This is an optimization exercise on Yosys and OpenROAD, whose aim is small area, a short achievable clock period and few clock cycles, not a production implementation.
Power is estimated from default activity; no workload was simulated.

Setup of run 1:
==> flow/design.v <==
package paes_pkg;
  localparam int NUM_LEVELS  = 8;
  localparam int LEVEL_DEPTH = 16;
  localparam int ID_BITS     = 8;
  localparam int LVL_W  = (NUM_LEVELS > 1) ? $clog2(NUM_LEVELS) : 1;
  localparam int Q_W    = LVL_W + 1;
  localparam int NQ     = 2 ** Q_W;
  localparam int PTR_W  = $clog2(LEVEL_DEPTH);
  localparam int CNT_W  = $clog2(LEVEL_DEPTH + 1);
  localparam int ADDR_W = Q_W + PTR_W;
  localparam int MEM_DEPTH = 2 ** ADDR_W;
  localparam int CFG_W  = 4;
  localparam int PRIO_W = 3;
  localparam int PRI_IN_W = 4;
  localparam logic [CFG_W-1:0] LEVELS_RESET = CFG_W'(4);
  typedef enum logic {
    OP_ADD  = 1'b0,
    OP_TAKE = 1'b1
  } op_t;
  typedef enum logic [1:0] {
    ST_OK    = 2'd0,
    ST_FULL  = 2'd1,
    ST_RANGE = 2'd2,
    ST_EMPTY = 2'd3
  } status_t;
  typedef struct packed {
    logic             found;
    logic [LVL_W-1:0] level;
  } pick_t;
endpackage
import paes_pkg::*;
module paes_pick (
  input  logic [NUM_LEVELS-1:0] nonempty,
  input  logic [NUM_LEVELS-1:0] mask,
  output logic [NUM_LEVELS-1:0] onehot,
  output logic                  found
);
  logic [NUM_LEVELS-1:0] v;
  logic [NUM_LEVELS-1:0] above;
  assign v = nonempty & mask;
  always_comb begin
    above[NUM_LEVELS-1] = 1'b0;
    for (int l = NUM_LEVELS - 2; l >= 0; l--) begin
      above[l] = above[l+1] | v[l+1];
    end
  end
  assign onehot = v & ~above;
  assign found  = |v;
endmodule
import paes_pkg::*;
module paes_ram #(
  parameter int WIDTH = 8,
  parameter int DEPTH = 16
) (
  input  logic                     clk,
  input  logic                     we,
  input  logic [WIDTH-1:0]         wdata,
  input  logic [$clog2(DEPTH)-1:0] ridx,
  output logic [WIDTH-1:0]         rdata
);
  logic [WIDTH*DEPTH-1:0] mem;
  always_ff @(posedge clk) begin
    if (we) begin
      mem <= {mem[WIDTH*(DEPTH-1)-1:0], wdata};
    end
  end
  assign rdata = mem[ridx*WIDTH +: WIDTH];
endmodule
import paes_pkg::*;
module priority_active_expired_scheduler (
  input  logic                clk,
  input  logic                rst,
  input  logic                cfg_write,
  input  logic [CFG_W-1:0]    cfg_data,
  input  logic                req_valid,
  output logic                req_ready,
  input  logic                req_operation,
  input  logic [ID_BITS-1:0]  req_proc_id,
  input  logic [PRI_IN_W-1:0] req_dynamic_priority,
  input  logic [PRI_IN_W-1:0] req_static_prio,
  output logic                rsp_valid,
  input  logic                rsp_ready,
  output logic [1:0]          rsp_status,
  output logic [ID_BITS-1:0]  rsp_next_id,
  output logic [PRIO_W-1:0]   rsp_priority_now,
  output logic                rsp_banks_swapped
);
  localparam int REQ_W = 1 + ID_BITS + 1 + NUM_LEVELS;
  logic [NUM_LEVELS-1:0] mask;
  logic [NUM_LEVELS-1:0] cfg_mask;
  always_comb begin
    for (int l = 0; l < NUM_LEVELS; l++) begin
      cfg_mask[l] = (l == 0) || (cfg_data > CFG_W'(l));
    end
  end
  always_ff @(posedge clk) begin
    if (rst) begin
      mask <= NUM_LEVELS'((1 << LEVELS_RESET) - 1);
    end else if (cfg_write) begin
      mask <= cfg_mask;
    end
  end
  logic                  stall;
  logic                  acc;
  logic                  i_valid, s_valid, s_free;
  logic [REQ_W-1:0]      i_req, s_req, req_bus;
  logic                  n_expired;
  logic [PRI_IN_W-1:0]   n_stat_m1;
  logic [LVL_W-1:0]      n_lvl;
  logic                  n_ok;
  logic [NUM_LEVELS-1:0] n_lvl_oh;
  assign stall     = rsp_valid && !rsp_ready;
  assign req_ready = s_free;
  assign acc       = req_valid && s_free;
  assign n_expired = req_dynamic_priority[PRI_IN_W-1];
  assign n_stat_m1 = req_static_prio - PRI_IN_W'(1);
  assign n_lvl     = n_expired ? n_stat_m1[LVL_W-1:0] : req_dynamic_priority[LVL_W-1:0];
  assign n_ok      = !(n_expired && n_stat_m1[PRI_IN_W-1]) && mask[n_lvl];
  always_comb begin
    for (int l = 0; l < NUM_LEVELS; l++) begin
      n_lvl_oh[l] = n_ok && (n_lvl == LVL_W'(l));
    end
  end
  assign req_bus = {req_operation, req_proc_id, n_expired, n_lvl_oh};
  always_ff @(posedge clk) begin
    if (rst) begin
      i_valid <= 1'b0;
      s_valid <= 1'b0;
      s_free  <= 1'b1;
    end else begin
      if (!i_valid || !stall) begin
        i_valid <= s_valid || acc;
      end
      s_valid <= s_valid ? stall : (acc && i_valid && stall);
      s_free  <= s_valid ? !stall : !(acc && i_valid && stall);
    end
  end
  always_ff @(posedge clk) begin
    if (!i_valid || !stall) begin
      i_req <= s_valid ? s_req : req_bus;
    end
    if (!s_valid) begin
      s_req <= req_bus;
    end
  end
  logic                  i_take;
  logic [ID_BITS-1:0]    i_id;
  logic                  i_expired;
  logic [NUM_LEVELS-1:0] i_lvl_oh;
  assign {i_take, i_id, i_expired, i_lvl_oh} = i_req;
  logic                  bank;
  logic [CNT_W-1:0]      count [NQ];
  logic [NQ-1:0]         ne, full;    
  logic [NQ-1:0]         inc, pop;
  always_comb begin
    for (int q = 0; q < NQ; q++) begin
      full[q] = count[q][CNT_W-1];
    end
  end
  logic                  a_bank;
  logic [NUM_LEVELS-1:0] a_full_lvl;
  logic                  a_ok, a_full;
  logic [LVL_W-1:0]      a_lvl;
  assign a_bank     = bank ^ i_expired;
  assign a_full_lvl = a_bank ? full[NQ-1:NUM_LEVELS] : full[NUM_LEVELS-1:0];
  assign a_ok       = |i_lvl_oh;
  assign a_full     = |(i_lvl_oh & a_full_lvl);
  always_comb begin
    for (int q = 0; q < NQ; q++) begin
      inc[q] = i_valid && !i_take && i_lvl_oh[q % NUM_LEVELS]
               && (a_bank == (q >= NUM_LEVELS)) && !full[q];
    end
  end
  always_comb begin
    a_lvl = '0;
    for (int l = 0; l < NUM_LEVELS; l++) begin
      if (i_lvl_oh[l]) begin
        a_lvl = a_lvl | LVL_W'(l);
      end
    end
  end
  logic [NUM_LEVELS-1:0] oh0, oh1;
  logic                  found0, found1;
  logic                  use1;
  logic [LVL_W-1:0]      t_lvl;
  logic                  t_swap;
  paes_pick u_pick0 (.nonempty(ne[NUM_LEVELS-1:0]),  .mask('1), .onehot(oh0), .found(found0));
  paes_pick u_pick1 (.nonempty(ne[NQ-1:NUM_LEVELS]), .mask('1), .onehot(oh1), .found(found1));
  assign pop[NUM_LEVELS-1:0]  = (i_valid && i_take && (!bank || !found1)) ? oh0 : '0;
  assign pop[NQ-1:NUM_LEVELS] = (i_valid && i_take && ( bank || !found0)) ? oh1 : '0;
  assign use1   = bank ? found1 : !found0;
  assign t_swap = bank ? !found1 : !found0;
  always_comb begin
    t_lvl = '0;
    for (int l = 0; l < NUM_LEVELS; l++) begin
      if (use1 ? oh1[l] : oh0[l]) begin
        t_lvl = t_lvl | LVL_W'(l);
      end
    end
  end
  always_ff @(posedge clk) begin
    if (rst) begin
      bank <= 1'b0;
      for (int q = 0; q < NQ; q++) begin
        count[q] <= '0;
        ne[q]    <= 1'b0;
      end
    end else if (cfg_write) begin
      for (int q = 0; q < NQ; q++) begin
        ne[q] <= (count[q] != '0) && cfg_mask[q % NUM_LEVELS];
      end
    end else if (!stall) begin
      if (i_valid && i_take && t_swap) begin
        bank <= ~bank;
      end
      for (int q = 0; q < NQ; q++) begin
        if (pop[q]) begin
          count[q] <= count[q] - CNT_W'(1);
          ne[q]    <= count[q] != CNT_W'(1);
        end else if (inc[q]) begin
          count[q] <= count[q] + CNT_W'(1);
          ne[q]    <= 1'b1;
        end
      end
    end
  end
  logic               r_valid;
  logic [1:0]         r_st;
  logic [LVL_W-1:0]   r_lvl;
  logic               r_sw;
  logic [NQ-1:0]      r_pop;      
  logic [ID_BITS-1:0] w_id;       
  logic [NQ-1:0]      w_en;       
  always_ff @(posedge clk) begin
    if (rst) begin
      r_valid <= 1'b0;
      r_pop   <= '0;
      w_en    <= '0;
    end else begin
      if (!stall) begin
        r_valid <= i_valid;
        r_pop   <= pop;
      end
      w_en <= stall ? '0 : inc;
    end
  end
  always_ff @(posedge clk) begin
    if (!stall) begin
      w_id <= i_take ? '0 : i_id;
      if (i_take) begin
        r_st  <= (found0 || found1) ? ST_OK : ST_EMPTY;
        r_lvl <= t_lvl;
        r_sw  <= t_swap;
      end else begin
        r_st  <= !a_ok ? ST_RANGE : a_full ? ST_FULL : ST_OK;
        r_lvl <= a_lvl;
        r_sw  <= 1'b0;
      end
    end
  end
  logic [ID_BITS-1:0] hd [NQ];
  logic [ID_BITS-1:0] rd;
  for (genvar q = 0; q < NQ; q++) begin : g_q
    paes_ram #(
      .WIDTH (ID_BITS),
      .DEPTH (LEVEL_DEPTH)
    ) u_ram (
      .clk   (clk),
      .we    (w_en[q]),
      .wdata (w_id),
      .ridx  (count[q][PTR_W-1:0]),
      .rdata (hd[q])
    );
  end
  always_comb begin
    rd = '0;
    for (int q = 0; q < NQ; q++) begin
      rd = rd | (hd[q] & {ID_BITS{r_pop[q]}});
    end
  end
  always_ff @(posedge clk) begin
    if (rst) begin
      rsp_valid <= 1'b0;
    end else if (!stall) begin
      rsp_valid <= r_valid;
    end
  end
  localparam int RSP_W = 2 + ID_BITS + PRIO_W + 1;
  logic [RSP_W-1:0] rsp_q, rsp_h, rsp_n;
  assign rsp_n = {r_st, rd | w_id, r_lvl, r_sw};
  always_ff @(posedge clk) begin
    if (!stall) begin
      rsp_h <= rsp_n;
    end
    if (rst) begin
      rsp_q <= '0;
    end else begin
      rsp_q <= stall ? rsp_h : rsp_n;
    end
  end
  assign {rsp_status, rsp_next_id, rsp_priority_now, rsp_banks_swapped} = rsp_q;
endmodule
clock: 7.5 ns
lec_check: 0
cap_margin: 20
core_margin: 2
core_utilization: 40
cts_cluster_diameter: 60
cts_cluster_size: 25
setup_slack_margin: 4.8
slew_margin: 20
tns_end_percent: 5
run.sh (not shown) runs the stock make flow with config.mk's settings and CLKGATE_MAP_FILE= SYNTH_SCRIPT=/design/flow/synth_recipe.tcl, a recipe that flattens the netlist after the stock synthesis.
The final layout from run 1, which completed every stage, passed the timing, design-rule and antenna checks at the end of the flow.
### run 1 -> run 2
Settings: a deleted TNS_END_PERCENT that had been 5; a change of SETUP_SLACK_MARGIN from 4.8 to 4.5.
[summary]
- Post-route fraction of the period consumed by the critical path (lower): run 1
- On run 2: share of total power in the clock network is 0.9 points higher than what run 1 gave.
- Delta (run 2 minus run 1): share of cell area taken by multi-input logic gates -0.19 points, core utilization fell 0.49 points, number of antenna violations at the first check in global routing up about 17%.
- Delta (run 2 minus run 1): buffers inserted during post-CTS setup optimization went down by 49%, combinational fraction of design power stayed essentially flat, routed length per instance up about 0.45%.
- Worst setup path startpoint = count[2][3]: run 1; worst setup path startpoint = count[7][0]: run 2
For run 3, these inputs were changed with respect to run 2:
Settings: changing SETUP_SLACK_MARGIN from 4.5 to 4.8.
Run 3 ends up with higher post-cts resize count than run 2 does. Of run 3 and run 2, run 2 shows the higher final critical-path required period, with run 3 below it. Run comparison: run 2 busiest metal layer after global routing met1; run 3 busiest metal layer after global routing met2. Going from run 2 to run 3, the met2 wire length was found to have gone up by about 6%. As far as register bit total from synthesis goes, run 3 and run 2 are indistinguishable; the numbers are identical. Run 3 against run 2: switching part of the total power moved down; setup slack shows an increase of 210 ps; die area now sits at about the same level; worst vdd rail ir drop lower. Vias: run 3 more than run 2. Run 3 ended up with a higher routed wire length than run 2 did. Going from run 2 to run 3, design area grew by a few percent.
Function was not checked in any run of this note: the RTL went through the layout flow alone.

[static timing again, ports no longer ideal]
How much do the figures lean on ideal ports? The routed layouts below were timed once more, with nothing changed but the port constraints.
Step 1 sets driving cells, clkbuf_16 on the clock port and buf_2 on the other inputs (assumed; they add their load-dependent delay and slew).
Step 2 moves the port delays by t, midway between the first and last clock arrival at a register: inputs arrive t later, outputs are due t later. That takes back most of the time a late clock gives input paths.
Slacks: ideal ports / drivers / drivers and shift; pairs: ideal ports / drivers.
run | t (ns) | slack for setup (ns) | clock arrival spread, ns | worst slew at a driven data input, ns | cell pins on the clock port's net
run 1 | 0.935 | 4.490 / 4.475 / 3.734 | 0.052 / 0.052 | 0.15 | 1
run 2 | 0.942 | 4.336 / 4.336 / 3.467 | 0.050 / 0.050 | 0.15 | 1
run 3 | 0.932 | 4.544 / 4.492 / 3.888 | 0.050 / 0.050 | 0.10 | 1
After both steps setup and hold are still met in every run listed. The setup slack of run 2, which loses most, moves by 0.000 ns with the drivers and by -0.869 ns with both steps.
